Source: an optimization exercise on an open RTL-to-GDS flow (aim: small area). Production flows keep margins and buffers that such runs may drop. In this exercise RTL edits were held to simulation tests only and were not proved equivalent to the original. Power is estimated from default activity; no workload was simulated.

==> design.v <==
package rvIsaPkg;
	localparam logic [6:0] opLoad   = 7'b0000011;
	localparam logic [6:0] opStore  = 7'b0100011;
	localparam logic [6:0] opBranch = 7'b1100011;
	localparam logic [6:0] opJal    = 7'b1101111;
	localparam logic [6:0] opJalr   = 7'b1100111;
	localparam logic [6:0] opOpImm  = 7'b0010011;
	localparam logic [6:0] opOp     = 7'b0110011;
	localparam logic [6:0] opLui    = 7'b0110111;
	localparam logic [6:0] opAuipc  = 7'b0010111;
	typedef enum logic [3:0] {
		aluAdd, aluSub, aluSll, aluSlt, aluSltu, aluXor, aluSrl, aluSra,
		aluOr, aluAnd, aluEq, aluNe, aluLt, aluGe, aluLtu, aluGeu
	} aluOpT;
	typedef struct packed {
		logic [6:0] funct7;
		logic [4:0] rs2;
		logic [4:0] rs1;
		logic [2:0] funct3;
		logic [4:0] rd;
		logic [6:0] opcode;
	} rTypeT;
	typedef struct packed {
		logic [11:0] imm;
		logic [4:0]  rs1;
		logic [2:0]  funct3;
		logic [4:0]  rd;
		logic [6:0]  opcode;
	} iTypeT;
	typedef struct packed {
		logic [6:0] immHi;
		logic [4:0] rs2;
		logic [4:0] rs1;
		logic [2:0] funct3;
		logic [4:0] immLo;
		logic [6:0] opcode;
	} sTypeT;
	typedef struct packed {
		logic       imm12;
		logic [5:0] imm10to5;
		logic [4:0] rs2;
		logic [4:0] rs1;
		logic [2:0] funct3;
		logic [3:0] imm4to1;
		logic       imm11;
		logic [6:0] opcode;
	} bTypeT;
	typedef struct packed {
		logic [19:0] imm;
		logic [4:0]  rd;
		logic [6:0]  opcode;
	} uTypeT;
	typedef struct packed {
		logic       imm20;
		logic [9:0] imm10to1;
		logic       imm11;
		logic [7:0] imm19to12;
		logic [4:0] rd;
		logic [6:0] opcode;
	} jTypeT;
	typedef union packed {
		rTypeT rType;
		iTypeT iType;
		sTypeT sType;
		bTypeT bType;
		uTypeT uType;
		jTypeT jType;
	} instrWordT;
endpackage
package rvMemPkg;
	typedef enum logic [2:0] {
		memByte  = 3'b000,
		memHalf  = 3'b001,
		memWord  = 3'b010,
		memByteU = 3'b100,
		memHalfU = 3'b101
	} memWidthT;
	localparam logic [3:0] beByte = 4'b0001;
	localparam logic [3:0] beHalf = 4'b0011;
	localparam logic [3:0] beWord = 4'b1111;
	localparam logic [31:0] haltInstrFirst  = 32'h00c00093;  
	localparam logic [31:0] haltInstrSecond = 32'h00008067;  
endpackage
`timescale 1ns/1ns
module bkAdd #(parameter int N = 32) (
	input  logic [N-1:0] a,
	input  logic [N-1:0] b,
	input  logic         ci,
	output logic [N:0]   s
);
	localparam int M = N + 1;  
	logic [M-1:0] G [0:12];
	logic [M-1:0] P [0:12];
	always_comb begin
		G[0] = {a & b, ci};
		P[0] = {a ^ b, 1'b0};
		for (int l = 0; l < 6; l++) begin
			G[l+1] = G[l]; P[l+1] = P[l];
			for (int i = 0; i < M; i++)
				if (((i + 1) % (2 << l)) == 0) begin
					G[l+1][i] = G[l][i] | (P[l][i] & G[l][i - (1 << l)]);
					P[l+1][i] = P[l][i] & P[l][i - (1 << l)];
				end
		end
		for (int l = 5; l >= 0; l--) begin
			G[12-l] = G[11-l]; P[12-l] = P[11-l];
			for (int i = 0; i < M; i++)
				if (((i + 1) % (2 << l)) == (1 << l) && i >= (2 << l)) begin
					G[12-l][i] = G[11-l][i] | (P[11-l][i] & G[11-l][i - (1 << l)]);
					P[12-l][i] = P[11-l][i] & P[11-l][i - (1 << l)];
				end
		end
	end
	assign s = {G[12][N], P[0][N:1] ^ G[12][N-1:0]};
endmodule
module riscvCore #(
	parameter int memAddrWidth = 12
) (
	input  logic                    CLK,
	input  logic                    RSTn,
	input  logic [31:0]             iMemDi,
	input  logic [31:0]             dMemDi,
	input  logic [31:0]             rfRd1,
	input  logic [31:0]             rfRd2,
	output logic                    iMemCsn,
	output logic [memAddrWidth-1:0] iMemAddr,
	output logic                    dMemCsn,
	output logic [31:0]             dMemDout,
	output logic [memAddrWidth-1:0] dMemAddr,
	output logic                    dMemWen,
	output logic [3:0]              dMemBe,
	output logic                    rfWe,
	output logic [4:0]              rfRa1,
	output logic [4:0]              rfRa2,
	output logic [4:0]              rfWa1,
	output logic [31:0]             rfWd,
	output logic                    halt,
	output logic [31:0]             numInst,
	output logic [31:0]             outputPort
);
	logic [31:0] iw;
	logic [6:0]  op;
	logic [2:0]  f3;
	assign iw = iMemDi;
	assign op = iw[6:0];
	assign f3 = iw[14:12];
	logic isLoad, isStore, isBranch, isJal, isJalr, isOpImm, isOp, isLui, isAuipc;
	assign isLoad   = (op == 7'b0000011);
	assign isStore  = (op == 7'b0100011);
	assign isBranch = (op == 7'b1100011);
	assign isJal    = (op == 7'b1101111);
	assign isJalr   = (op == 7'b1100111);
	assign isOpImm  = (op == 7'b0010011);
	assign isOp     = (op == 7'b0110011);
	assign isLui    = (op == 7'b0110111);
	assign isAuipc  = (op == 7'b0010111);
	assign rfRa1 = iw[19:15];
	assign rfRa2 = iw[24:20];
	assign rfWa1 = iw[11:7];
	assign rfWe  = (isLoad | isJal | isJalr | isOpImm | isOp | isLui | isAuipc) & ~RSTn;
	assign dMemWen = ~(isStore & ~RSTn);
	assign iMemCsn = RSTn;
	assign dMemCsn = RSTn;
	logic [31:0] immI, immS, immB, immU, immJ;
	assign immI = {{20{iw[31]}}, iw[31:20]};
	assign immS = {{20{iw[31]}}, iw[31:25], iw[11:7]};
	assign immB = {{20{iw[31]}}, iw[7], iw[30:25], iw[11:8], 1'b0};
	assign immU = {iw[31:12], 12'h000};
	assign immJ = {{12{iw[31]}}, iw[19:12], iw[20], iw[30:21], 1'b0};
	logic selI;
	assign selI = isLoad | isJalr | isOpImm;
	logic [31:0] srcA, srcB;
	assign srcA = isLui ? 32'h0 : rfRd1;
	assign srcB = selI ? immI : isStore ? immS : (isLui | isAuipc) ? immU : rfRd2;
	logic isArith, alt;
	assign isArith = isOp | isOpImm;
	assign alt     = iw[30] & (isOp | (f3 == 3'b101));
	logic opSub, opSll, opSlt, opSltu, opXor, opSr, opSra, opOr, opAnd, opAdd;
	assign opSub  = isArith & (f3 == 3'b000) & alt & isOp;
	assign opSll  = isArith & (f3 == 3'b001);
	assign opSlt  = isArith & (f3 == 3'b010);
	assign opSltu = isArith & (f3 == 3'b011);
	assign opXor  = isArith & (f3 == 3'b100);
	assign opSr   = isArith & (f3 == 3'b101);
	assign opSra  = opSr & alt;
	assign opOr   = isArith & (f3 == 3'b110);
	assign opAnd  = isArith & (f3 == 3'b111);
	assign opAdd  = ~isBranch & ~(isArith & (f3 != 3'b000)) & ~opSub;
	logic        doSub;
	assign doSub = opSub | opSlt | opSltu | isBranch;
	logic [31:0] bx;
	logic [32:0] sumFull;
	assign bx = srcB ^ {32{doSub}};
	logic [31:0] gA, pA;
	assign gA = srcA & bx;
	assign pA = srcA ^ bx;
	bkAdd #(.N(32)) aluAdd (.a(srcA), .b(bx), .ci(doSub), .s(sumFull));
	logic ltu, lt, eq;
	assign ltu = ~sumFull[32];
	assign lt  = (srcA[31] ^ srcB[31]) ? srcA[31] : ltu;
	assign eq  = &pA;  
	logic cmpTrue;
	always_comb begin
		case (f3)
			3'b000:  cmpTrue = eq;
			3'b001:  cmpTrue = ~eq;
			3'b100:  cmpTrue = lt;
			3'b101:  cmpTrue = ~lt;
			3'b110:  cmpTrue = ltu;
			default: cmpTrue = ~ltu;
		endcase
		cmpTrue = cmpTrue & isBranch;
	end
	logic [4:0]  shamt;
	logic [31:0] shIn, y0, y1, y2, y3, shOut;
	logic        fill;
	assign shamt = srcB[4:0];
	always_comb for (int i = 0; i < 32; i++) shIn[i] = opSll ? rfRd1[31-i] : rfRd1[i];
	assign fill = opSra & rfRd1[31];
	always_comb begin
		for (int i = 0; i < 32; i++) y0[i] = shamt[0] ? ((i + 1 < 32) ? shIn[i+1] : fill) : shIn[i];
		for (int i = 0; i < 32; i++) y1[i] = shamt[1] ? ((i + 2 < 32) ? y0[i+2] : fill) : y0[i];
		for (int i = 0; i < 32; i++) y2[i] = shamt[2] ? ((i + 4 < 32) ? y1[i+4] : fill) : y1[i];
		for (int i = 0; i < 32; i++) y3[i] = shamt[3] ? ((i + 8 < 32) ? y2[i+8] : fill) : y2[i];
		for (int i = 0; i < 32; i++) shOut[i] = shamt[4] ? ((i + 16 < 32) ? y3[i+16] : fill) : y3[i];
	end
	logic enSum, enP, enG, cmpBit;
	assign enSum = opAdd | opSub;
	assign enP   = opXor | opOr;
	assign enG   = opAnd | opOr;
	assign cmpBit = (opSlt & lt) | (opSltu & ltu) | cmpTrue;
	logic [31:0] aluResult;
	always_comb begin
		for (int i = 0; i < 32; i++)
			aluResult[i] = (enSum & sumFull[i]) | (opSr & shOut[i]) | (opSll & shOut[31-i]) |
				(enP & pA[i]) | (enG & gA[i]);
		aluResult[0] = aluResult[0] | cmpBit;
	end
	logic [1:0] byteOff;
	assign byteOff  = aluResult[1:0];
	assign dMemAddr = aluResult[memAddrWidth+1:2];
		assign dMemDout = rfRd2 << {byteOff, 3'b000};
	logic [3:0] laneMask;
	always_comb begin
		if (f3 == 3'b010) laneMask = 4'b1111;
		else if (f3[1:0] == 2'b01) laneMask = 4'b0011 << byteOff;
		else laneMask = 4'b0001 << byteOff;
	end
	assign dMemBe = (isLoad | isStore) ? laneMask : 4'b0000;
	logic [31:0] laneWord, loadData;
		assign laneWord = dMemDi >> {byteOff, 3'b000};
	always_comb begin
		case (f3)
			3'b000:  loadData = {{24{laneWord[7]}}, laneWord[7:0]};
			3'b100:  loadData = {24'h0, laneWord[7:0]};
			3'b001:  loadData = {{16{laneWord[15]}}, laneWord[15:0]};
			3'b101:  loadData = {16'h0, laneWord[15:0]};
			default: loadData = dMemDi;
		endcase
	end
	logic [31:1] pcq;
	logic [31:0] pc, pcPlus4, pcPlusImm, pcImm, nextPc;
	assign pc = {pcq, 1'b0};
	assign iMemAddr = pc[memAddrWidth-1:0];
	logic [30:0] ic;
	assign ic[0] = 1'b1;
	always_comb for (int i = 0; i < 30; i++) ic[i+1] = ic[i] & pc[i+2];
	assign pcPlus4 = {pc[31:2] ^ ic[29:0], pc[1:0]};
	assign pcImm = isJal ? immJ : isBranch ? immB : immU;
	logic [31:0] pcSum;
	bkAdd #(.N(31)) pcAdd (.a(pc[31:1]), .b(pcImm[31:1]), .ci(1'b0), .s(pcSum));
	assign pcPlusImm = {pcSum[30:0], 1'b0};
	always_comb begin
		if (isJal | isJalr)
			rfWd = pcPlus4;
		else if (isAuipc)
			rfWd = pcPlusImm;
		else if (isLoad)
			rfWd = loadData;
		else
			rfWd = aluResult;
	end
	assign outputPort = rfWd;  
	always_comb begin
		if (isJalr)
			nextPc = {aluResult[31:1], 1'b0};
		else if (isJal | cmpTrue)
			nextPc = pcPlusImm;
		else
			nextPc = pcPlus4;
	end
	logic lastWasFirst, halted;
	logic [32:0] nc;
	assign nc[0] = ~halt;
	always_comb for (int i = 0; i < 32; i++) nc[i+1] = nc[i] & numInst[i];
	assign halt = halted | (lastWasFirst & (iw == 32'h00008067));
	always_ff @(posedge CLK) begin
		if (RSTn) begin
			pcq          <= '0;
			numInst      <= '0;
			lastWasFirst <= 1'b0;
			halted       <= 1'b0;
		end else begin
			halted  <= halt;
			numInst <= numInst ^ nc[31:0];
			if (!halt) begin
				pcq          <= nextPc[31:1];
				lastWasFirst <= (iw == 32'h00c00093);
			end
		end
	end
endmodule
==> flow/run.sh <==
#!/bin/bash
# Standard ORFS layout, with two changes to how it is made:
#  - synthesis maps with an area-oriented ABC script (amap) and without the
#    full-adder extraction step;
#  - port buffers use the smallest buffer cell.
set -euo pipefail
W=$PWD
rm -rf scripts_local
cp -r "$FLOW_HOME/scripts" scripts_local
cp flow/abc_area.script scripts_local/abc_area.script
bash standard.sh SCRIPTS_DIR="$W/scripts_local" ADDER_MAP_FILE= \
	"BUFFER_PORTS_ARGS=-buffer_cell sky130_fd_sc_hd__buf_1" finish > flow_make.log 2>&1
==> flow/abc_area.script <==
strash
dch
amap
topo
stime -c
buffer -c
upsize -c -D 6000
dnsize -c -D 6000
==> standard.sh <==
#!/bin/bash
# synth_recipe.tcl (not shown) runs the flow's synth.tcl, then flattens the netlist and writes it again
# the make line also repeats each setting of config.mk as NAME=value (left out here)
make -C /OpenROAD-flow-scripts/flow DESIGN_CONFIG=/design/flow/config.mk WORK_HOME=/design/flow/orfs CLKGATE_MAP_FILE= SYNTH_SCRIPT=/design/flow/synth_recipe.tcl "${@:-finish}"
==> config.mk <==
export PLATFORM = sky130hd
export DESIGN_NAME = riscvCore
export DESIGN_NICKNAME = riscvCore
export VERILOG_FILES = /design/flow/design.v
export SDC_FILE = /design/flow/constraint.sdc
export NUM_CORES = 4
export LEC_CHECK = 0
export ABC_AREA = 1
export CAP_MARGIN = 20
export CORE_MARGIN = 2
export CORE_UTILIZATION = 50
export SETUP_SLACK_MARGIN = 0.2
export SLEW_MARGIN = 20
==> constraint.sdc <==
create_clock -name core_clock -period 12.0 [get_ports {CLK}]
set_input_delay 2.4000 -clock core_clock [delete_from_list [all_inputs] [get_ports {CLK}]]
set_output_delay 2.4000 -clock core_clock [all_outputs]
set_load 0.01 [all_outputs]
==> results of run 1 <==
metrics by stage:
stage,hold WS [ns],TNS [ns]
detailed placement,0.464,0
floorplan,0.450,0
global placement,0.453,0
CTS,0.477,0
finish,0.472,-0.288
global route,0.510,-18.28
synthesized netlist by cell type (all sizes together), types with 7 or more instances:
cell type / instances / share of area
inv: 155 / 0.049
o22ai: 134 / 0.073
nor4: 8 / 0.0055
nand4: 7 / 0.0037
o221ai: 58 / 0.043
a211oi: 37 / 0.024
a21oi: 142 / 0.060
nand2: 134 / 0.043
a22oi: 18 / 0.011
a31oi: 24 / 0.013
clkbuf: 123 / 0.039
nor3: 92 / 0.041
o221a: 14 / 0.013
o32ai: 28 / 0.027
o22a: 121 / 0.090
or3: 7 / 0.0046
or2: 8 / 0.0042
nand3: 7 / 0.0030
o21ai: 188 / 0.080
buf: 81 / 0.047
nor2: 365 / 0.12
and3: 29 / 0.015
nor2b: 21 / 0.012
dfxtp: 65 / 0.11
a221oi: 18 / 0.013
o21a: 29 / 0.018
timing repair:
item,CTS,global route
endpoints found under the setup margin,56,64
setup buffers,20,20
gates resized for setup,15,96
hold buffers,0,0
pin swaps,2,21
flip-flops by register name, summed over array words and instances (netlist names):
register,flops
numInst,32
lastWasFirst,1
halted,1
pcq,31
layer usage:
| layer | part of all wire | global-route usage | up-vias |
|---|---|---|---|
| met4 | 0.079 | 0.271 | 0 |
| met1 | 0.38 | 0.550 | 7642 |
| met2 | 0.42 | 0.677 | 1356 |
| li1 | - | - | 7682 |
| met5 | 0 | 0 | - |
| met3 | 0.12 | 0.106 | 317 |
power by group:
part	switching (W)	internal, W	total [W]
clock	0.000120	0.000165	0.000285
sequential	0.00000328	0.000219	0.000222
combinational	0.000446	0.000252	0.000697
critical path, delay by kind of cell:
kind            cells  cell delay [ns]
buf+inv            12             1.63
compound gates     15             3.44
simple gates       11             2.15
layout make-up:
type	instances	area (sq um)	area share
multi-input cells	1532	9320	0.665
well taps	319	399	0.0285
clock buffers	9	225	0.0161
repair buffers	420	2070	0.148
clock inverters	7	83.8	0.00599
inverters	159	602	0.0430
flip-flops and latches	65	1300	0.0929
cells in the final DEF, fill, tap and decap left out, types with 57 or more instances in the layout:
cell type,n
o221ai_1,57
o22ai_1,125
buf_1,274
dfxtp_1,65
a21oi_1,134
buf_4,113
nand2_1,129
nor2_1,347
inv_1,135
o21ai_0,178
o22a_1,121
nor3_1,81
cell families after synthesis:
kind of cell / after synthesis / share of synthesized area
AO/OA/AOI/OAI: 845 / 0.497
XOR/XNOR: 2 / 0.00148
buffers and inverters: 363 / 0.137
flip-flops: 65 / 0.110
other: 1 / 0.000317
AND/OR/NAND/NOR: 684 / 0.254
how the worst min path moves through the flow:
stage | to | slack, ns
after floorplan | lastWasFirst | 0.45
after global placement | numInst[31] | 0.45
after detailed placement | numInst[31] | 0.46
after CTS | numInst[31] | 0.48
final | numInst[31] | 0.47
after global routing | numInst[31] | 0.51
==> impl_metrics.toml, run 1 <==
[run_status]
outcome = "finished with violations"
failed_checks = "setup timing"

[worst_setup_path]
slowest_delay_ns = 0.47
cp.arrival_ns = 9.65
crit_end = "rfWd[5]"
worstPathMaxFanout = 28
r2r_setup_slack_ns = 5.67
r2r_cells = 39
critPathKind = "in2out"
r2r-end = "pcq[31]"
r2r-start = "pcq[2]"
cp.required_ns = 9.60
worst_setup_path_start_kind = "primary input"
worstSetupEndpointType = "output pin"
critPathLaunch = "iMemDi[3]"
critPathSlowestCell = "a21oi_1"

[hold_path]
hold_start = "numInst[31]"
hold_path_class = "reg2reg"
min_path_cells = 1

[synth]
synth_cells = 1960
ys_seq_area_frac = 0.110
ys_ff_latch = 65
synth_edf_count = 0
ys.flop_type = "dfxtp_1"
synth_nets = 2090
syn_avg_cell_area_sq_um = 6.03
yosysWarnings = 7
netlist_area_sq_um = 11800
async_flop_share = 0
yosysUniqueCellTypes = 68

[floorplan]
core.rowCount = 56
core_area_sq_um = 23300
die_w_microns = 158
dieHeight_microns = 158
fp.dieArea_sq_um = 24900
io_pins = 306
start_util = 0.507

[drt]
vias = 17000
postRouteAntennaNets = 0
drt-initial-drc-count = 2681
routedWlPerCell_microns = 23.1
vias_per_cell = 6.77
drc_errors = 0
first_pass_iters = 9
finalWirelength_microns = 57900

[cells_and_area]
fin_util = 0.600
syn_to_final_growth_pct = 18.5
layout-drive-gt1-share = 0.133
n_antenna_cell = 0
design_area_sq_um = 14000
instances_no_fill = 2511
nets = 2317
num-fill-cells = 2415

[timing]
slew_violations = 0
fin_crit_ns = 12.05
max_slew_margin = 0.205
setup_violations = 13
setup_ws_ns = -0.0513
worstMarginPinSlew_ns = 1.19
finClkSkew_ns = 0.00523
post-route-period-util = 1.00
max_clock_freq_ghz = 0.0830
rsz0062_at_grt = "yes"
hold_viol = 0

[grt]
grt_remaining_overflow = 0
grt_max_degree = 57
grt_pass1_wl_microns = 83900
antenna_found_initial = 0
grt_pass1_vias = 14500
grt_use_total = 0.439

[power]
vdd_drop_max_mv = 0.0652
finalPower_w = 0.00120
power_density_nw_per_um2 = 86.0
power_leakage_nw = 5.07

[clock_tree]
clockBufferDepth = 2
insertion_delay_ns = 0.35
cts_root_buf = "clkbuf_16"
cts_sinks = 65
cts.reportedPaths.clkPinSlew_ns = 0.06
cts.htree.levels = 3
cts_made_buffers = 9
cts_tree = "yes"

[placement]
port_buffers = 304
place_area_sq_um = 13000
dp_hpwl_microns = 43200
gp_congestion = 1.06
post-place-ws_ns = 0.0152
placedCellCount = 2455

[flow_run]
cap_viol_max_count = 0
==> run 2: changes to the inputs <==
--- a/design.v
+++ b/design.v
@@ -171,5 +171,5 @@
 	assign selI = isLoad | isJalr | isOpImm;
 	logic [31:0] srcA, srcB;
-	assign srcA = isLui ? 32'h0 : rfRd1;
+	assign srcA = rfRd1;  
 	assign srcB = selI ? immI : isStore ? immS : (isLui | isAuipc) ? immU : rfRd2;
 	logic isArith, alt;
@@ -226,5 +226,5 @@
 	end
 	logic enSum, enP, enG, cmpBit;
-	assign enSum = opAdd | opSub;
+	assign enSum = (opAdd & ~isLui) | opSub;
 	assign enP   = opXor | opOr;
 	assign enG   = opAnd | opOr;
@@ -234,5 +234,5 @@
 		for (int i = 0; i < 32; i++)
 			aluResult[i] = (enSum & sumFull[i]) | (opSr & shOut[i]) | (opSll & shOut[31-i]) |
-				(enP & pA[i]) | (enG & gA[i]);
+				(enP & pA[i]) | (enG & gA[i]) | (isLui & immU[i]);
 		aluResult[0] = aluResult[0] | cmpBit;
 	end
@@ -248,14 +248,19 @@
 	end
 	assign dMemBe = (isLoad | isStore) ? laneMask : 4'b0000;
-	logic [31:0] laneWord, loadData;
-		assign laneWord = dMemDi >> {byteOff, 3'b000};
-	always_comb begin
-		case (f3)
-			3'b000:  loadData = {{24{laneWord[7]}}, laneWord[7:0]};
-			3'b100:  loadData = {24'h0, laneWord[7:0]};
-			3'b001:  loadData = {{16{laneWord[15]}}, laneWord[15:0]};
-			3'b101:  loadData = {16'h0, laneWord[15:0]};
-			default: loadData = dMemDi;
+	logic [7:0]  ldB0, ldB1;
+	logic [31:0] loadData;
+	logic        ldSign;
+	always_comb begin
+		case (byteOff)
+			2'd0:    begin ldB0 = dMemDi[7:0];   ldB1 = dMemDi[15:8];  end
+			2'd1:    begin ldB0 = dMemDi[15:8];  ldB1 = dMemDi[23:16]; end
+			2'd2:    begin ldB0 = dMemDi[23:16]; ldB1 = dMemDi[31:24]; end
+			default: begin ldB0 = dMemDi[31:24]; ldB1 = 8'h00;         end
 		endcase
+		ldSign = ~f3[2] & (f3[0] ? ldB1[7] : ldB0[7]);
+		if (f3[1])
+			loadData = dMemDi;
+		else
+			loadData = {{16{ldSign}}, f3[0] ? ldB1 : {8{ldSign}}, ldB0};
 	end
 	logic [31:1] pcq;
@@ -267,5 +272,5 @@
 	always_comb for (int i = 0; i < 30; i++) ic[i+1] = ic[i] & pc[i+2];
 	assign pcPlus4 = {pc[31:2] ^ ic[29:0], pc[1:0]};
-	assign pcImm = isJal ? immJ : isBranch ? immB : immU;
+	assign pcImm = op[3] ? immJ : op[2] ? immU : immB;  
 	logic [31:0] pcSum;
 	bkAdd #(.N(31)) pcAdd (.a(pc[31:1]), .b(pcImm[31:1]), .ci(1'b0), .s(pcSum));
@@ -284,5 +289,5 @@
 	always_comb begin
 		if (isJalr)
-			nextPc = {aluResult[31:1], 1'b0};
+			nextPc = {sumFull[31:1], 1'b0};  
 		else if (isJal | cmpTrue)
 			nextPc = pcPlusImm;
@@ -292,5 +297,5 @@
 	logic lastWasFirst, halted;
 	logic [32:0] nc;
-	assign nc[0] = ~halt;
+	assign nc[0] = 1'b1;
 	always_comb for (int i = 0; i < 32; i++) nc[i+1] = nc[i] & numInst[i];
 	assign halt = halted | (lastWasFirst & (iw == 32'h00008067));
@@ -303,5 +308,5 @@
 		end else begin
 			halted  <= halt;
-			numInst <= numInst ^ nc[31:0];
+			numInst <= numInst ^ (nc[31:0] & {32{~halt}});
 			if (!halt) begin
 				pcq          <= nextPc[31:1];
==> flow/abc_area.script (replaced) <==
strash
dch -f
amap
topo
stime -c
buffer -c
upsize -c -D 6000
dnsize -c -D 6000
--- a/config.mk
+++ b/config.mk
@@ -10,4 +10,4 @@
 export CORE_MARGIN = 2
 export CORE_UTILIZATION = 50
-export SETUP_SLACK_MARGIN = 0.2
+export SETUP_SLACK_MARGIN = 0.8
 export SLEW_MARGIN = 20
==> run 2 against run 1 <==
Now clean on timing, DRC and antenna. Sequential power hardly changed. Power up 1.9%. Utilization is 4.8 points higher. Clock skew rose by 0.0037 ns. Die area down 5.2%. Hold slack worse by 0.0060 ns. Via count rose by 3.7%. Maximum frequency increased by 5.8%. Combinational power rose by 4.4%. Non-clock buffer count up 36.
==> impl_metrics.toml, run 2 <==
[drt]
routedWlPerCell_microns = 25.9
vias_per_cell = 7.18
drc_errors = 0
finalWirelength_microns = 63700
drt-initial-drc-count = 3667
vias = 17600
first_pass_iters = 11
postRouteAntennaNets = 0

[cells_and_area]
layout-drive-gt1-share = 0.176
layout_commonest_cell = "nor2_1"
largest_reg_flops = 32
num-fill-cells = 2066
syn_to_final_growth_pct = 26.8
nets = 2301
top_regs = "numInst: 32 flops, pcq: 31 flops"
seq_area_sq_um = 1300
final_cell_mix = "286 x nor2_1, 265 x buf_1, 224 x o21ai_0, 161 x nand2_1, 147 x o22ai_1"
regMostFlops = "numInst"
multi_input_area_sq_um = 9190

[synth]
synth_most_common_cell = "nor2_1"
ys_seq_area_frac = 0.116
yosysUniqueCellTypes = 60
synth_nets = 2022
ys.flop_type = "dfxtp_1"
synth_edf_count = 0
netlist_area_sq_um = 11200
synth_cells = 1892
yosysTopAreaCell = "dfxtp_1"
yosys-top-cells-area = "dfxtp_1 12%, o21ai_0 11%, nor2_1 10%"
async_flop_share = 0
ys_ff_latch = 65
synthDominantCellAreaShare = 0.116
yosysWarnings = 7
syn_avg_cell_area_sq_um = 5.91
synth.top_cells.by_count = "300 x nor2_1, 245 x o21ai_0, 174 x o22ai_1"

[run_status]
outcome = "finished clean"

[clock_tree]
cts_tree = "yes"
cts.htree.levels = 3
clockBufferDepth = 2
cts.reportedPaths.clkPinSlew_ns = 0.06
cts_sinks = 65
insertion_delay_ns = 0.35
cts_root_buf = "clkbuf_16"
cts_made_buffers = 9

[grt]
grt_use_total = 0.493
grt_pass1_vias = 15300
antenna_found_initial = 4
grt_pass1_wl_microns = 90600
grt_max_degree = 45
grt_remaining_overflow = 0

[timing]
setup_violations = 0
fin_setup_tns_ns = 0
post-route-period-util = 0.949
setup_ws_ns = 0.610
hold_viol = 0
max_clock_freq_ghz = 0.0878
max_slew_margin = 0.152
slew_violations = 0
finClkSkew_ns = 0.00888
rsz0062_at_grt = "yes"
fin_crit_ns = 11.39
worstMarginPinSlew_ns = 1.26

[worst_setup_path]
critPathSlowestCell = "a222oi_1"
worstSetupEndpointType = "output pin"
cp.arrival_ns = 8.99
r2r_cells = 41
worst_setup_path_start_kind = "primary input"
critPathKind = "in2out"
slowest_delay_ns = 0.44
worstPathMaxFanout = 24
cp.required_ns = 9.60

[power]
power_density_nw_per_um2 = 86.6
vdd_drop_max_mv = 0.0628
power_leakage_nw = 5.26

[placement]
post-place-ws_ns = 0.0226
dp_hpwl_microns = 46400
port_buffers = 304
gp_congestion = 1.11

[floorplan]
die_w_microns = 154
fp.dieArea_sq_um = 23600
core_area_sq_um = 21900
core.rowCount = 54
io_pins = 306
dieHeight_microns = 154
start_util = 0.511

[flow_run]
cap_viol_max_count = 0

[hold_path]
hold_path_class = "reg2reg"
min_path_cells = 1
[run 2: cell types whose count changed after synthesis, moves of 33 or more]
cell     previous run  this run
o21ai_0           183       245
nor2_1            356       300
o22ai_1           132       174
nor3_1             90        49
nand2_1           133       170
o22a_1            121        88
[run 2: metrics by stage]
step | cells | hold WS, ns | util | total power, W | cell area (sq um)
global placement | 2358 | 0.446 | 0.562 | 0.000830 | 12300
floorplan | 1892 | 0.439 | - | 0.000627 | 11200
global route | 2456 | 0.506 | 0.648 | 0.00127 | 14200
CTS | 2428 | 0.466 | 0.613 | 0.00115 | 13400
detailed placement | 2358 | 0.458 | 0.562 | 0.000830 | 12300
finish | 2457 | 0.466 | 0.648 | 0.00123 | 14200
[run 2: timing repair]
item | in CTS | in global routing
gates resized for setup | 109 | 156
cloned | 3 | 0
endpoints found under the setup margin | 65 | 64
pin swaps | 39 | 56
hold buffers | 0 | 0
setup buffers | 51 | 28
[run 2: logic make-up (layout without fill, tap and decap cells)]
logic type	count (synthesis)	after routing	share of synthesized area
AOI/OAI and AO/OA	859	859	0.503
xor gates and xnor gates	1	1	0.000783
buffers and inverters	340	624	0.136
DFF	65	65	0.116
other	1	2	0.000335
and+or+nand+nor	626	626	0.243
[run 2: worst max-delay path: cells and delay by family]
family	cells	cell delay, ns
AO/OA/AOI/OAI	17	2.95
buffers and inverters	9	1.27
AND/OR/NAND/NOR	14	2.33
[run 2: path summary, 6_finish.rpt]
path                             startpoint        endpoint  slack [ns]
worst min-delay path            numInst[31]     numInst[31]        0.47
worst min register to register  numInst[31]     numInst[31]        0.47
worst max register to register       pcq[2]         pcq[31]        5.84
worst max-delay path              iMemDi[4]  outputPort[11]        0.61
[run 2: cell type report]
type                    instances  share of cell area
multi-input cells            1487               0.648
repair buffers                456               0.171
flip-flops and latches         65              0.0918
inverters                     150              0.0424
well taps                     280              0.0247
clock buffers                   9              0.0159
clock inverters                 7             0.00547
repair inverters                2             0.00106
diodes                          1            0.000176
[run 2: power breakdown]
| part | internal (W) | switching [W] | leakage [nW] |
|---|---|---|---|
| logic | 0.000251 | 0.000477 | 4.59 |
| clock network | 0.000163 | 0.000114 | 0.146 |
| registers | 0.000219 | 0.00000364 | 0.525 |
[run 2: layer usage]
layer | routed length, microns | up-vias | GRT usage
li1 | - | 7612 | -
met3 | 10000 | 456 | 0.173
met5 | 17 | - | 0
met2 | 25600 | 1714 | 0.734
met1 | 22300 | 7848 | 0.604
met4 | 5720 | 2 | 0.317
==> run 3: changes to the inputs <==
--- a/config.mk
+++ b/config.mk
@@ -9,5 +9,5 @@
 export CAP_MARGIN = 20
 export CORE_MARGIN = 2
-export CORE_UTILIZATION = 50
-export SETUP_SLACK_MARGIN = 0.8
+export CORE_UTILIZATION = 55
+export SETUP_SLACK_MARGIN = 0.5
 export SLEW_MARGIN = 20
==> run 3 against run 2 <==
Critical endpoint is now rfWd[20]. Power is 4.3% lower. Sequential share of layout area increased by 0.37 points. Largest cell class unchanged. Synthesized cell count unchanged. Via count down 2.4%. Clock power is essentially flat. Sequential power is essentially flat. Wire length decreased by 8.2%. Clock skew hardly changed.
==> impl_metrics.toml, run 3 <==
[worst_setup_path]
worstSetupEndpointType = "output pin"
cp.arrival_ns = 9.00
critPathSlowestCell = "a21oi_1"
cp.required_ns = 9.60
worstPathMaxFanout = 12
r2r_setup_slack_ns = 5.96
slowest_delay_ns = 0.40
worst_setup_path_start_kind = "primary input"
r2r_cells = 41
cp_common_cell = "nor2_4"
critPathKind = "in2out"

[clock_tree]
cts_sinks = 65
insertion_delay_ns = 0.34
cts.reportedPaths.clkPinSlew_ns = 0.06
cts.htree.levels = 3
cts_root_buf = "clkbuf_16"
clockBufferDepth = 2
cts_made_buffers = 9
cts_tree = "yes"

[synth]
async_flop_share = 0
syn_avg_cell_area_sq_um = 5.91
yosysWarnings = 7
synth_nets = 2022
synth_most_common_cell = "nor2_1"
netlist_area_sq_um = 11200
yosys-top-cells-area = "dfxtp_1 12%, o21ai_0 11%, nor2_1 10%"
ys.flop_type = "dfxtp_1"
ys_seq_area_frac = 0.116
synth_cells = 1892
yosysUniqueCellTypes = 60
synthDominantCellAreaShare = 0.116
synth.top_cells.by_count = "300 x nor2_1, 245 x o21ai_0, 174 x o22ai_1"
synth_edf_count = 0
ys_ff_latch = 65
yosysTopAreaCell = "dfxtp_1"

[power]
pwr-share-comb = 0.574
vdd_drop_max_mv = 0.0668
internal_power_w = 0.000607
power_frac_clock = 0.237
swShare = 0.483
power_leakage_nw = 4.95
power_density_nw_per_um2 = 86.2
p_switching_w = 0.000568
power_frac_seq = 0.189

[timing]
finClkSkew_ns = 0.00872
whs_ns = 0.466
fin_crit_ns = 11.40
worstMarginPinSlew_ns = 1.22
post-route-period-util = 0.950
setup_violations = 0
slew_violations = 0
fin_setup_tns_ns = 0
max_clock_freq_ghz = 0.0877
rsz0062_at_grt = "no"
max_slew_margin = 0.187
hold_viol = 0

[hold_path]
hold_path_class = "reg2reg"
min_path_cells = 1

[run_status]
outcome = "finished clean"

[drt]
vias = 17200
drc_errors = 0
postRouteAntennaNets = 0
drt-initial-drc-count = 3270
finalWirelength_microns = 58500
first_pass_iters = 16
vias_per_cell = 7.15
routedWlPerCell_microns = 24.3

[floorplan]
dieHeight_microns = 147
core.rowCount = 52
die_w_microns = 147
fp.dieArea_sq_um = 21500
io_pins = 306
core_area_sq_um = 20100
start_util = 0.556

[cells_and_area]
layout-drive-gt1-share = 0.136
syn_to_final_growth_pct = 21.9
largest_reg_flops = 32
nets = 2262
regMostFlops = "numInst"
final_cell_mix = "292 x buf_1, 287 x nor2_1, 222 x o21ai_0, 163 x nand2_1, 161 x o22ai_1"
layout_commonest_cell = "buf_1"
top_regs = "numInst: 32 flops, pcq: 31 flops"

[grt]
grt_pass1_wl_microns = 84400
grt_max_degree = 45
grt_use_total = 0.502
grt_remaining_overflow = 0
grt_pass1_vias = 14800
antenna_found_initial = 2

[placement]
port_buffers = 304
dp_hpwl_microns = 43600
gp_congestion = 1.17

[flow_run]
cap_viol_max_count = 0
run 3: changes by cell type in the layout (fill, tap and decap cells not counted), moves of 7 or more:
cell | previous run | this run
buf_1 | 265 | 292
clkbuf_2 | 13 | 6
buf_6 | 16 | 6
buf_4 | 139 | 99
buf_2 | 21 | 6
o22ai_2 | 22 | 12
o22ai_1 | 147 | 161
run 3: cells by family after synthesis:
logic type             synth area share
other                          0.000335
flip-flops                        0.116
XOR/XNOR                       0.000783
buffers and inverters             0.136
AO/OA/AOI/OAI                     0.503
AND/OR/NAND/NOR                   0.243
run 3: layer usage:
| metal | GRT usage | part of all wire | vias up |
|---|---|---|---|
| li1 | - | - | 7528 |
| met1 | 0.623 | 0.34 | 7587 |
| met2 | 0.731 | 0.40 | 1678 |
| met3 | 0.177 | 0.17 | 413 |
| met4 | 0.334 | 0.090 | 4 |
| met5 | 0 | 0.00051 | - |
run 3: path summary, 6_finish.rpt:
check                                 start          end
worst min register to register  numInst[31]  numInst[31]
worst min-delay path            numInst[31]  numInst[31]
worst max-delay path              iMemDi[2]     rfWd[20]
worst max register to register       pcq[2]      pcq[31]
run 3: worst max-delay path: cells and delay by family:
| kind | cells | cell delay, ns |
|---|---|---|
| buf+inv | 9 | 1.35 |
| simple gates | 16 | 2.58 |
| compound gates | 15 | 2.65 |
run 3: what timing repair did:
action                     in CTS  in global routing
setup endpoints to repair      64                 64
gates cloned                    2                  2
hold buffers                    0                  0
pin swaps                      11                 38
gates resized for setup        42                133
buffers inserted               12                 30
run 3: power groups by stage:
stage | sequential [W] | clock, W | combinational (W)
3_3_place_gp | 0.000227 | 0 | 0.000583
6_report | 0.000222 | 0.000278 | 0.000675
4_1_cts | 0.000222 | 0.000277 | 0.000602
5_1_grt | 0.000222 | 0.000287 | 0.000704
2_1_floorplan | 0.000226 | 0 | 0.000401
3_5_place_dp | 0.000227 | 0 | 0.000587
run 3: layout make-up:
| cell class | instances | area (sq um) |
|---|---|---|
| multi-input cells | 1488 | 8940 |
| clock buffers | 9 | 225 |
| flip-flops and latches | 65 | 1300 |
| repair buffers | 418 | 2170 |
| well taps | 270 | 338 |
| diodes | 1 | 2.50 |
| fillers | 1942 | 6480 |
| clock inverters | 7 | 77.6 |
| inverters | 150 | 574 |
run 3: stage by stage:
| stage | total power (W) | worst slack (ns) | util | cell area, sq um | cells |
|---|---|---|---|---|---|
| finish | 0.00118 | 0.595 | 0.678 | 13600 | 2408 |
| global route | 0.00121 | 0.362 | 0.678 | 13600 | 2407 |
| detailed placement | 0.000814 | -0.195 | 0.610 | 12300 | 2344 |
| global placement | 0.000809 | -0.00528 | 0.610 | 12300 | 2344 |
| floorplan | 0.000627 | 1.18 | - | 11200 | 1892 |
| CTS | 0.00110 | 0.505 | 0.640 | 12900 | 2374 |
==> run 4: changes to the inputs <==
--- a/config.mk
+++ b/config.mk
@@ -9,5 +9,5 @@
 export CAP_MARGIN = 20
 export CORE_MARGIN = 2
-export CORE_UTILIZATION = 55
-export SETUP_SLACK_MARGIN = 0.5
+export CORE_UTILIZATION = 58
+export SETUP_SLACK_MARGIN = 0.2
 export SLEW_MARGIN = 20
==> run 4 against run 3 <==
Design area down 3.6%. Sequential share of layout area up 0.35 points. Critical endpoint is now rfWd[25]. Register-to-register slack worse by 0.29 ns. Highest routed layer unchanged. Via count up 0.41%. Global-route usage up 3.2 points.
==> impl_metrics.toml, run 4 <==
[run_status]
outcome = "finished clean"

[floorplan]
core_area_sq_um = 18800
io_pins = 306
core.rowCount = 50
dieHeight_microns = 143
fp.dieArea_sq_um = 20400
die_w_microns = 143
start_util = 0.594

[cells_and_area]
largest_reg_flops = 32
nets = 2232
layout_commonest_cell = "buf_1"
regMostFlops = "numInst"
top_regs = "numInst: 32 flops, pcq: 31 flops"
layout-drive-gt1-share = 0.103
design_area_sq_um = 13100
final_cell_mix = "299 x buf_1, 288 x nor2_1, 231 x o21ai_0, 167 x nand2_1, 162 x o22ai_1"
syn_to_final_growth_pct = 17.5
instances_no_fill = 2369

[timing]
setup_violations = 0
post-route-period-util = 0.976
slew_violations = 0
finClkSkew_ns = 0.0108
setup_ws_ns = 0.288
hold_viol = 0
max_slew_margin = 0.223
fin_setup_tns_ns = 0
worstMarginPinSlew_ns = 1.15
rsz0062_at_grt = "no"
max_clock_freq_ghz = 0.0854
fin_crit_ns = 11.71

[synth]
synth_edf_count = 0
ys_ff_latch = 65
yosysTopAreaCell = "dfxtp_1"
yosysWarnings = 7
netlist_area_sq_um = 11200
async_flop_share = 0
synth_nets = 2022
yosys-top-cells-area = "dfxtp_1 12%, o21ai_0 11%, nor2_1 10%"
synth_cells = 1892
synthDominantCellAreaShare = 0.116
ys.flop_type = "dfxtp_1"
synth_most_common_cell = "nor2_1"
ys_seq_area_frac = 0.116
yosysUniqueCellTypes = 60
synth.top_cells.by_count = "300 x nor2_1, 245 x o21ai_0, 174 x o22ai_1"
syn_avg_cell_area_sq_um = 5.91

[worst_setup_path]
cp_top_family = "simple AND/OR/NAND/NOR gates"
r2r-start = "pcq[2]"
r2r_cells = 41
r2r-end = "pcq[31]"
worstPathMaxFanout = 13
critPathKind = "in2out"
r2r_setup_slack_ns = 5.67
slowest_delay_ns = 0.45
worst_setup_path_start_kind = "primary input"
critPathSlowestCell = "or3_1"
crit_buf_inv = 8
cp.required_ns = 9.60
cp.arrival_ns = 9.31
worstSetupEndpointType = "output pin"

[drt]
postRouteAntennaNets = 0
routedWlPerCell_microns = 25.0
finalWirelength_microns = 59300
first_pass_iters = 17
vias = 17300
drt-initial-drc-count = 3729
drc_errors = 0
vias_per_cell = 7.29

[hold_path]
hold_start = "numInst[31]"
min_path_cells = 1
hold_path_end = "numInst[31]"
hold_path_class = "reg2reg"

[placement]
port_buffers = 304
place_area_sq_um = 12200
gp_congestion = 1.17
dp_hpwl_microns = 43700
placedCellCount = 2326
post-place-ws_ns = -0.184

[grt]
antenna_found_initial = 3
grt_pass1_vias = 14300
grt_remaining_overflow = 0
grt_max_degree = 45
grt_pass1_wl_microns = 83400
grt_use_total = 0.534

[power]
vdd_drop_max_mv = 0.0669
power_leakage_nw = 4.71
finalPower_w = 0.00116
power_density_nw_per_um2 = 88.1

[clock_tree]
cts_sinks = 65
holdBufCountCts = 0
cts.reportedPaths.clkPinSlew_ns = 0.06
insertion_delay_ns = 0.35
cts_made_buffers = 9
cts_root_buf = "clkbuf_16"
cts_tree = "yes"
cts.htree.levels = 3
clockBufferDepth = 2

[flow_run]
cap_viol_max_count = 0
[run 4: cell types whose count changed in the layout (fill, tap and decap cells not counted), moves of 6 or more]
cell	previous run	this run
nor2_4	14	7
inv_1	122	128
inv_2	19	8
nor2_2	9	15
o21ai_2	14	8
buf_4	99	72
o21ai_0	222	231
buf_2	6	0
buf_1	292	299
[run 4: report_power, final]
group	internal, W	switching, W
logic	0.000209	0.000450
registers	0.000219	0.00000338
clock network	0.000162	0.000115
total	0.000590	0.000568
[run 4: worst register-to-register path: cells and delay by family (launching register included)]
| kind | cells | cell delay (ns) |
|---|---|---|
| and+or+nand+nor | 29 | 4.52 |
| DFF | 1 | 0.45 |
| buffers and inverters | 9 | 0.73 |
| AOI/OAI and AO/OA | 3 | 0.47 |
[run 4: through the flow]
stage / hold WS (ns) / utilization
final: 0.467 / 0.698
after global routing: 0.487 / 0.698
after CTS: 0.473 / 0.665
after detailed placement: 0.461 / 0.648
after global placement: 0.446 / 0.648
after floorplan: 0.439 / -
[run 4: repair_timing]
item | in CTS | in global routing
resized for setup | 9 | 95
pin swaps | 1 | 13
endpoints found under the setup margin | 60 | 65
hold endpoints to repair | 0 | 0
setup buffers | 0 | 20
cloned | 0 | 3
[run 4: worst max-delay path by stage]
stage | depth (start not counted) | slack, ns | start | end
2_1_floorplan | 30 | 1.18 | iMemDi[2] | rfWd[0]
3_3_place_gp | 30 | -0.004 | iMemDi[2] | outputPort[0]
4_1_cts | 36 | 0.21 | iMemDi[3] | rfWd[31]
5_1_grt | 39 | 0.05 | iMemDi[6] | rfWd[11]
6_report | 37 | 0.29 | iMemDi[6] | rfWd[25]
3_5_place_dp | 39 | -0.18 | iMemDi[2] | rfWd[8]
[run 4: logic make-up after synthesis]
| group | share of synthesized area |
|---|---|
| buffers and inverters | 0.136 |
| AOI/OAI and AO/OA | 0.503 |
| DFF | 0.116 |
| xor gates and xnor gates | 0.000783 |
| other | 0.000335 |
| and+or+nand+nor | 0.243 |
[run 4: cell type report]
type                    count  area, sq um
diodes                      2         5.00
clock buffers              10          229
clock inverters             6         67.6
fillers                  1793         5690
inverters                 150          599
multi-input cells        1488         8750
flip-flops and latches     65         1300
well taps                 260          325
repair buffers            387         1860
repair inverters            1         5.00
[run 4: routing by layer]
| layer | GRT usage | wire (microns) |
|---|---|---|
| met5 | 0 | 13 |
| met4 | 0.355 | 5990 |
| met2 | 0.756 | 22500 |
| met3 | 0.235 | 10700 |
| met1 | 0.651 | 20000 |
==> run 5: changes to the inputs <==
--- a/config.mk
+++ b/config.mk
@@ -9,5 +9,5 @@
 export CAP_MARGIN = 20
 export CORE_MARGIN = 2
-export CORE_UTILIZATION = 58
-export SETUP_SLACK_MARGIN = 0.2
+export CORE_UTILIZATION = 60
+export SETUP_SLACK_MARGIN = 0.12
 export SLEW_MARGIN = 20
==> run 5 against run 4 <==
Still clean. Sequential power is essentially flat. Wire length is 0.46% lower. Highest routed layer is now met4. Global-route usage increased by 2.5 points. Synthesized cell count did not move. Critical endpoint is now rfWd[11]. Maximum frequency is 0.42% lower.
==> impl_metrics.toml, run 5 <==
[run_status]
outcome = "finished clean"

[synth]
yosysUniqueCellTypes = 60
yosysWarnings = 7
synth_most_common_cell = "nor2_1"
yosys.area_share.simple = 0.243
yosys-top-cells-area = "dfxtp_1 12%, o21ai_0 11%, nor2_1 10%"
ys_seq_area_frac = 0.116
ys.flop_type = "dfxtp_1"
netlist_area_sq_um = 11200
syn_avg_cell_area_sq_um = 5.91
synth_cells = 1892
ys_ff_latch = 65
synth_nets = 2022
muxShareOfSynthArea = 0
synth_top_family_by_area = "compound AO/OA/AOI/OAI gates"
synth_xor_area_frac = 0.000783
async_flop_share = 0
synth_edf_count = 0
synth.top_cells.by_count = "300 x nor2_1, 245 x o21ai_0, 174 x o22ai_1"
synth_compound_area_frac = 0.503
yosys.area_share.adder = 0
yosysTopAreaCell = "dfxtp_1"
synthDominantCellAreaShare = 0.116

[worst_setup_path]
worst_setup_path_start_kind = "primary input"
cp_common_cell = "nor2_1"
critPathLaunch = "iMemDi[6]"
crit_end = "rfWd[11]"
cp.required_ns = 9.60
slowest_delay_ns = 0.43
r2r-end = "pcq[31]"
worstPathMaxFanout = 22
r2r_cells = 41
worstSetupEndpointType = "output pin"
r2r_setup_slack_ns = 5.32
cp.arrival_ns = 9.36
critPathSlowestCell = "a21oi_1"
r2r-start = "pcq[2]"
critPathKind = "in2out"

[floorplan]
fp.dieArea_sq_um = 19700
core.rowCount = 49
dieHeight_microns = 141
die_w_microns = 141
start_util = 0.616
io_pins = 306
core_area_sq_um = 18100

[cells_and_area]
regMostFlops = "numInst"
top_regs = "numInst: 32 flops, pcq: 31 flops"
final_cell_mix = "301 x buf_1, 293 x nor2_1, 236 x o21ai_0, 170 x nand2_1, 164 x o22ai_1"
nets = 2257
syn_to_final_growth_pct = 17.1
largest_reg_flops = 32
layout-drive-gt1-share = 0.102
layout_commonest_cell = "buf_1"
design_area_sq_um = 13100
fin_util = 0.722

[drt]
drt-initial-drc-count = 4071
postRouteAntennaNets = 0
routedWlPerCell_microns = 25.0
vias_per_cell = 7.41
drc_errors = 0
dr_wl_met3_microns = 11500
vias = 17500
first_pass_iters = 23
top_layer = "met4"
wl_met2_microns = 22400
finalWirelength_microns = 59000
m1WireLength_microns = 19000

[power]
power_leakage_nw = 4.80
vdd_drop_max_mv = 0.0741
power_density_nw_per_um2 = 90.7

[clock_tree]
cts_tree = "yes"
holdBufCountCts = 0
cts.htree.levels = 3
insertion_delay_ns = 0.35
cts_root_buf = "clkbuf_16"
clockBufferDepth = 2
cts_sinks = 65
cts_made_buffers = 9
cts.reportedPaths.clkPinSlew_ns = 0.06

[placement]
place_area_sq_um = 12400
gp_congestion = 1.22
port_buffers = 304
dp_hpwl_microns = 43700

[grt]
antenna_found_initial = 4
grt_max_degree = 45
grt_remaining_overflow = 0
grt_use_total = 0.559
grt_pass1_wl_microns = 85600
grt_pass1_vias = 14900

[hold_path]
hold_path_class = "reg2reg"

[timing]
max_slew_margin = 0.266
rsz0062_at_grt = "yes"
slew_violations = 0
post-route-period-util = 0.980
max_clock_freq_ghz = 0.0850
hold_viol = 0
worstMarginPinSlew_ns = 1.10
finClkSkew_ns = 0.00769
fin_crit_ns = 11.76
setup_violations = 0

[flow_run]
cap_viol_max_count = 0
run 5: cell types whose count changed in the layout (fill, tap and decap cells not counted), moves of 4 or more:
| cell | change |
|---|---|
| buf_4 | +30 |
| o21ai_2 | -4 |
| o21ai_0 | +5 |
| inv_2 | +5 |
| a21oi_1 | +9 |
| nor2_1 | +5 |
| a21oi_2 | -8 |
run 5: timing repair:
| action | in CTS | in global routing |
|---|---|---|
| buffers inserted | 1 | 18 |
| endpoints found under the setup margin | 50 | 60 |
| endpoints found under the hold margin | 0 | 0 |
| gates cloned | 0 | 1 |
| pin swaps | 2 | 16 |
| resized for setup | 4 | 49 |
run 5: area by class of cell:
class,count,area (sq um)
antenna,3,7.51
clock buffer,9,225
clock inverter,7,103
fill,1636,5050
inverter,150,569
multi-input combinational,1488,8600
sequential,65,1300
tap,229,287
timing repair buffer,413,2000
run 5: worst min-delay path by stage:
stage	startpoint	end	slack (ns)	cells after the start
2_1_floorplan	lastWasFirst	lastWasFirst	0.44	1
5_1_grt	numInst[31]	numInst[31]	0.49	1
4_1_cts	numInst[31]	numInst[31]	0.47	1
6_report	numInst[31]	numInst[31]	0.47	1
3_3_place_gp	numInst[31]	numInst[31]	0.45	1
3_5_place_dp	lastWasFirst	lastWasFirst	0.45	1
run 5: critical path: cells and delay by family:
kind | cells | cell delay, ns
AND/OR/NAND/NOR | 14 | 2.65
AO/OA/AOI/OAI | 17 | 3.11
buffers and inverters | 8 | 1.18
run 5: logic make-up after synthesis:
logic type	Yosys count
AO/OA/AOI/OAI	859
AND/OR/NAND/NOR	626
buffers and inverters	340
flip-flops	65
XOR/XNOR	1
other	1
run 5: through the flow:
| stage | setup slack [ns] | std cells | hold slack, ns | TNS [ns] | power [W] |
|---|---|---|---|---|---|
| after floorplan | 1.18 | 1892 | 0.439 | 0 | 0.000627 |
| after global placement | -0.456 | 2322 | 0.451 | -4.09 | 0.000820 |
| after detailed placement | -0.685 | 2322 | 0.455 | -15.99 | 0.000823 |
| after CTS | 0.141 | 2339 | 0.465 | 0 | 0.00112 |
| after global routing | -0.0131 | 2362 | 0.485 | -0.0345 | 0.00122 |
| final | 0.239 | 2364 | 0.467 | 0 | 0.00119 |
run 5: routing by layer:
layer	vias to the layer above	GRT usage
met3	568	0.257
li1	7520	-
met1	7515	0.667
met4	0	0.385
met2	1924	0.795
met5	-	0
run 5: report_power, final:
| part | leakage [nW] | total [W] | internal (W) | switching, W |
|---|---|---|---|---|
| registers | 0.525 | 0.000223 | 0.000219 | 0.00000383 |
| clock network | 0.162 | 0.000302 | 0.000185 | 0.000117 |
| logic | 4.11 | 0.000663 | 0.000214 | 0.000449 |
| total | 4.80 | 0.00119 | 0.000618 | 0.000570 |
==> run 6: changes to the inputs <==
--- a/config.mk
+++ b/config.mk
@@ -9,5 +9,5 @@
 export CAP_MARGIN = 20
 export CORE_MARGIN = 2
-export CORE_UTILIZATION = 60
+export CORE_UTILIZATION = 58
 export SETUP_SLACK_MARGIN = 0.12
 export SLEW_MARGIN = 20
==> run 6 against run 5 <==
Still clean. Design area fell by 1.6%. Setup slack got worse by 0.0076 ns. Register-to-register slack improved by 0.33 ns. Critical path depth fell by 3. Via count fell by 2.2%. Synthesized cell count did not move. Critical endpoint is now rfWd[25]. Highest routed layer is now met5.
==> impl_metrics.toml, run 6 <==
[power]
pwr-share-comb = 0.565
vdd_drop_max_mv = 0.0656
internal_power_w = 0.000583
power_leakage_nw = 4.60
p_switching_w = 0.000561
power_frac_clock = 0.241
power_frac_seq = 0.194
power_density_nw_per_um2 = 88.8
swShare = 0.490

[drt]
postRouteAntennaNets = 0
drc_errors = 0
routedWlPerCell_microns = 24.8
vias_per_cell = 7.27
first_pass_iters = 28
vias = 17200
drt-initial-drc-count = 3459
finalWirelength_microns = 58600

[synth]
yosys.area_share.adder = 0
yosysTopAreaCell = "dfxtp_1"
synth_cells = 1892
yosysUniqueCellTypes = 60
netlist_area_sq_um = 11200
ys_seq_area_frac = 0.116
synth_xor_area_frac = 0.000783
synth_compound_area_frac = 0.503
synthDominantCellAreaShare = 0.116
async_flop_share = 0
muxShareOfSynthArea = 0
synth_nets = 2022
syn_avg_cell_area_sq_um = 5.91
yosysWarnings = 7
synth_top_family_by_area = "compound AO/OA/AOI/OAI gates"
synth.top_cells.by_count = "300 x nor2_1, 245 x o21ai_0, 174 x o22ai_1"
yosys.area_share.simple = 0.243
ys.flop_type = "dfxtp_1"
yosys-top-cells-area = "dfxtp_1 12%, o21ai_0 11%, nor2_1 10%"
synth_most_common_cell = "nor2_1"
ys_ff_latch = 65
synth_edf_count = 0

[cells_and_area]
largest_reg_flops = 32
top_regs = "numInst: 32 flops, pcq: 31 flops"
final_cell_mix = "303 x buf_1, 291 x nor2_1, 233 x o21ai_0, 169 x nand2_1, 162 x o22ai_1"
regMostFlops = "numInst"
layout_commonest_cell = "buf_1"
layout-drive-gt1-share = 0.0892
num-fill-cells = 1833
syn_to_final_growth_pct = 15.2
fin_util = 0.684
nets = 2221

[timing]
finClkSkew_ns = 0.00874
hold_viol = 0
max_clock_freq_ghz = 0.0850
setup_ws_ns = 0.231
slew_violations = 0
fin_crit_ns = 11.77
setup_violations = 0
post-route-period-util = 0.981
max_slew_margin = 0.266
worstMarginPinSlew_ns = 1.09

[floorplan]
fp.dieArea_sq_um = 20400
dieHeight_microns = 143
core.rowCount = 50
io_pins = 306
die_w_microns = 143
start_util = 0.594
core_area_sq_um = 18800

[placement]
port_buffers = 304
gp_congestion = 1.17
dp_hpwl_microns = 43700
post-place-ws_ns = -0.184

[grt]
grt_max_degree = 45
grt_use_total = 0.533
grt_remaining_overflow = 0
grt_pass1_vias = 14300
antenna_found_initial = 3
grt_pass1_wl_microns = 83400

[worst_setup_path]
slowest_delay_ns = 0.50
critPathKind = "in2out"
worst_setup_path_start_kind = "primary input"
worstPathMaxFanout = 12
cp_common_cell = "nor2_1"
cp.required_ns = 9.60
cp.arrival_ns = 9.37
critPathSlowestCell = "or3_1"
worstSetupEndpointType = "output pin"

[clock_tree]
cts_sinks = 65
cts_root_buf = "clkbuf_16"
clockBufferDepth = 2
insertion_delay_ns = 0.34
holdBufCountCts = 0
cts_tree = "yes"
cts_made_buffers = 9
cts.htree.levels = 3
cts.reportedPaths.clkPinSlew_ns = 0.06

[run_status]
outcome = "finished clean"

[flow_run]
cap_viol_max_count = 0

[hold_path]
hold_path_class = "reg2reg"
## run 6: stage by stage
stage	std cells	area, sq um	total power, W	TNS, ns	hold slack (ns)
6_report	2360	12900	0.00114	0	0.467
5_1_grt	2356	12900	0.00118	-0.553	0.487
4_1_cts	2342	12500	0.00108	0	0.473
3_5_place_dp	2326	12200	0.000812	-4.91	0.461
3_3_place_gp	2326	12200	0.000809	-0.00652	0.446
2_1_floorplan	1892	11200	0.000627	0	0.439
## run 6: timing repair
| item | 4_1_cts | 5_1_grt |
|---|---|---|
| setup buffers | 0 | 10 |
| setup endpoints to repair | 60 | 65 |
| resized for setup | 6 | 60 |
| gates cloned | 0 | 2 |
| pin swaps | 0 | 5 |
## run 6: cells by family after synthesis
logic type                count (synthesis)
and+or+nand+nor                         626
buffers and inverters                   340
xor gates and xnor gates                  1
other                                     1
AOI/OAI and AO/OA                       859
DFF                                      65
## run 6: power by group through the flow
stage | registers [W] | logic (W) | clock network, W
2_1_floorplan | 0.000226 | 0.000401 | 0
3_3_place_gp | 0.000227 | 0.000583 | 0
3_5_place_dp | 0.000227 | 0.000585 | 0
4_1_cts | 0.000222 | 0.000589 | 0.000273
5_1_grt | 0.000222 | 0.000673 | 0.000284
6_report | 0.000222 | 0.000646 | 0.000276
## run 6: worst paths after layout
kind / endpoint / slack [ns] / from / cells past startpoint
max reg2reg: pcq[31] / 5.65 / pcq[2] / 41
min reg2reg: numInst[31] / 0.47 / numInst[31] / 1
max: rfWd[25] / 0.23 / iMemDi[6] / 36
min: numInst[31] / 0.47 / numInst[31] / 1
## run 6: layout make-up
type | count | area, sq um | area share
well taps | 260 | 325 | 0.0252
clock buffers | 10 | 229 | 0.0178
multi-input cells | 1489 | 8630 | 0.670
inverters | 150 | 586 | 0.0454
flip-flops and latches | 65 | 1300 | 0.101
clock inverters | 6 | 67.6 | 0.00524
repair buffers | 376 | 1740 | 0.135
diodes | 4 | 10.0 | 0.000777
## run 6: critical path, delay by kind of cell
kind                   cells  cell delay (ns)
AND/OR/NAND/NOR           15             3.34
AO/OA/AOI/OAI             14             2.56
buffers and inverters      7             1.06
## run 6: per-layer routing
metal	global-route usage	wire length (microns)	part of all wire
met4	0.343	5890	0.10
met1	0.652	19800	0.34
met3	0.231	10600	0.18
met5	0.00501	13	0.00022
met2	0.760	22300	0.38
==> run 7: changes to the inputs <==
--- a/config.mk
+++ b/config.mk
@@ -9,5 +9,5 @@
 export CAP_MARGIN = 20
 export CORE_MARGIN = 2
-export CORE_UTILIZATION = 58
-export SETUP_SLACK_MARGIN = 0.12
+export CORE_UTILIZATION = 55
+export SETUP_SLACK_MARGIN = 0.1
 export SLEW_MARGIN = 20
==> run 7 against run 6 <==
Power increased by 1.2%. Design area increased by 3.6%. Register-to-register slack improved by 0.25 ns. Wire length decreased by 0.39%. Area after synthesis unchanged. Flip-flop and latch count unchanged. Die area increased by 5.3%. Sequential power about the same. Maximum frequency increased by 0.12%. Largest power group unchanged.
==> impl_metrics.toml, run 7 <==
[cells_and_area]
largest_reg_flops = 32
top_regs = "numInst: 32 flops, pcq: 31 flops"
syn_to_final_growth_pct = 19.3
regMostFlops = "numInst"
layout_commonest_cell = "buf_1"
nets = 2255
final_cell_mix = "296 x buf_1, 288 x nor2_1, 230 x o21ai_0, 167 x nand2_1, 167 x o22ai_1"
layout-drive-gt1-share = 0.113

[synth]
synth_nets = 2022
synth_edf_count = 0
yosysTopAreaCell = "dfxtp_1"
yosys-top-cells-area = "dfxtp_1 12%, o21ai_0 11%, nor2_1 10%"
syn_avg_cell_area_sq_um = 5.91
yosysUniqueCellTypes = 60
ys_seq_area_frac = 0.116
async_flop_share = 0
synthDominantCellAreaShare = 0.116
synth_cells = 1892
ys.flop_type = "dfxtp_1"
synth_most_common_cell = "nor2_1"
netlist_area_sq_um = 11200
synth.top_cells.by_count = "300 x nor2_1, 245 x o21ai_0, 174 x o22ai_1"
yosysWarnings = 7
ys_ff_latch = 65

[clock_tree]
cts_sinks = 65
cts_made_buffers = 9
clockBufferDepth = 2
cts_root_buf = "clkbuf_16"
cts.reportedPaths.clkPinSlew_ns = 0.06
insertion_delay_ns = 0.34
holdBufCountCts = 0
cts_tree = "yes"
cts.htree.levels = 3

[worst_setup_path]
cp.required_ns = 9.60
cp.arrival_ns = 9.35
critPathLaunch = "iMemDi[2]"
worst_setup_path_start_kind = "primary input"
critPathSlowestCell = "or4_1"
worstSetupEndpointType = "output pin"
worstPathMaxFanout = 11
slowest_delay_ns = 0.46
r2r-start = "pcq[2]"
r2r_cells = 41
cp_common_cell = "nor2_4"
critPathKind = "in2out"

[timing]
worstMarginPinSlew_ns = 1.40
fin_crit_ns = 11.75
whs_ns = 0.467
finClkSkew_ns = 0.00991
slew_violations = 0
setup_violations = 0
max_slew_margin = 0.0454
hold_viol = 0
setup_ws_ns = 0.245
rsz0062_at_grt = "no"
max_clock_freq_ghz = 0.0851
post-route-period-util = 0.980

[floorplan]
core.rowCount = 52
die_w_microns = 147
dieHeight_microns = 147
start_util = 0.556
fp.dieArea_sq_um = 21500
core_area_sq_um = 20100
io_pins = 306

[power]
power_leakage_nw = 4.85
power_density_nw_per_um2 = 86.7
vdd_drop_max_mv = 0.0684

[grt]
grt_pass1_vias = 14500
grt_use_total = 0.493
grt_remaining_overflow = 0
grt_max_degree = 45
grt_pass1_wl_microns = 83000
antenna_found_initial = 3

[placement]
dp_hpwl_microns = 43600
post-place-ws_ns = -0.195
gp_congestion = 1.17
port_buffers = 304

[drt]
drc_errors = 0
vias = 17200
first_pass_iters = 10
drt-initial-drc-count = 3236
finalWirelength_microns = 58400
routedWlPerCell_microns = 24.3
vias_per_cell = 7.16
postRouteAntennaNets = 0

[hold_path]
min_path_cells = 1
hold_start = "numInst[31]"
hold_path_class = "reg2reg"

[run_status]
outcome = "finished clean"

[flow_run]
cap_viol_max_count = 0
run 7: worst max-delay path: cells and delay by family:
family                 cells  cell delay [ns]
AO/OA/AOI/OAI             13             2.48
buffers and inverters      8             1.39
AND/OR/NAND/NOR           15             3.06
run 7: path summary, 6_finish.rpt:
check	endpoint	slack [ns]
worst max-delay path	outputPort[11]	0.25
worst min-delay path	numInst[31]	0.47
worst min register to register	numInst[31]	0.47
worst max register to register	pcq[31]	5.90
run 7: through the flow:
step                      power, W  cell area (sq um)  std cells   util  TNS (ns)
after global routing       0.00120              13300       2400  0.664         0
final                      0.00116              13300       2402  0.664         0
after detailed placement  0.000814              12300       2344  0.610     -6.13
after CTS                  0.00109              12600       2361  0.626         0
after floorplan           0.000627              11200       1892      -         0
after global placement    0.000809              12300       2344  0.610   -0.0102
run 7: report_power, final:
part	total, W	internal, W	switching [W]
combinational	0.000658	0.000216	0.000442
clock	0.000278	0.000163	0.000115
sequential	0.000222	0.000219	0.00000343
total	0.00116	0.000598	0.000560
run 7: area by class of cell:
class                           count  area (sq um)
Timing Repair inverter              1          7.51
Timing Repair Buffer              409          2060
Tap cell                          270           338
Antenna cell                        2          5.00
Sequential cell                    65          1300
Fill cell                        1973          6760
Clock buffer                        9           225
Inverter                          150           573
Clock inverter                      7          77.6
Multi-Input combinational cell   1489          8760
run 7: repair_timing:
item / CTS / global route
pin swaps: 0 / 22
endpoints found under the setup margin: 46 / 64
resized for setup: 3 / 107
buffers inserted: 1 / 32
endpoints found under the hold margin: 0 / 0
cloned: 0 / 6
run 7: cell families after synthesis:
| kind of cell | Yosys count | synth area share |
|---|---|---|
| xor+xnor | 1 | 0.000783 |
| compound gates | 859 | 0.503 |
| flops | 65 | 0.116 |
| other cells | 1 | 0.000335 |
| buf+inv | 340 | 0.136 |
| simple gates | 626 | 0.243 |
run 7: routing by layer:
metal | track usage | wire (microns)
met2 | 0.719 | 23100
met3 | 0.155 | 9780
met4 | 0.322 | 5220
met1 | 0.625 | 20200
met5 | 0 | 41

[separate check: timing with driven ports]
Ports are ideal in the flow. The routed layouts listed here were re-timed in OpenROAD.
Step 1, drivers: a clkbuf_16 drives CLK and a buf_2 each remaining input, both assumed.
Step 2 adds t to the input delays and takes it off the output delays; t is the mean of the earliest and latest rising clock arrival at the registers after step 1. Input paths then give back, and output paths get back, about the clock's delay inside the block.
a / b / c = ideal ports / drivers / drivers and shift; a / b = the first two.
| run | shift t [ns] | setup WS [ns] | worst setup path after step 2 |
|---|---|---|---|
| run 1 | 0.395 | -0.051 / -0.073 / -0.073 | input to output |
| run 2 | 0.387 | 0.610 / 0.534 / 0.534 | input to output |
| run 3 | 0.379 | 0.595 / 0.547 / 0.547 | input to output |
| run 4 | 0.389 | 0.288 / 0.259 / 0.259 | input to output |
| run 5 | 0.386 | 0.239 / 0.191 / 0.191 | input to output |
| run 6 | 0.383 | 0.231 / 0.201 / 0.201 | input to output |
| run 7 | 0.378 | 0.245 / 0.221 / 0.221 | input to output |
The setup slack of run 2, which loses most, moves by -0.076 ns with the drivers and by -0.076 ns with both steps.
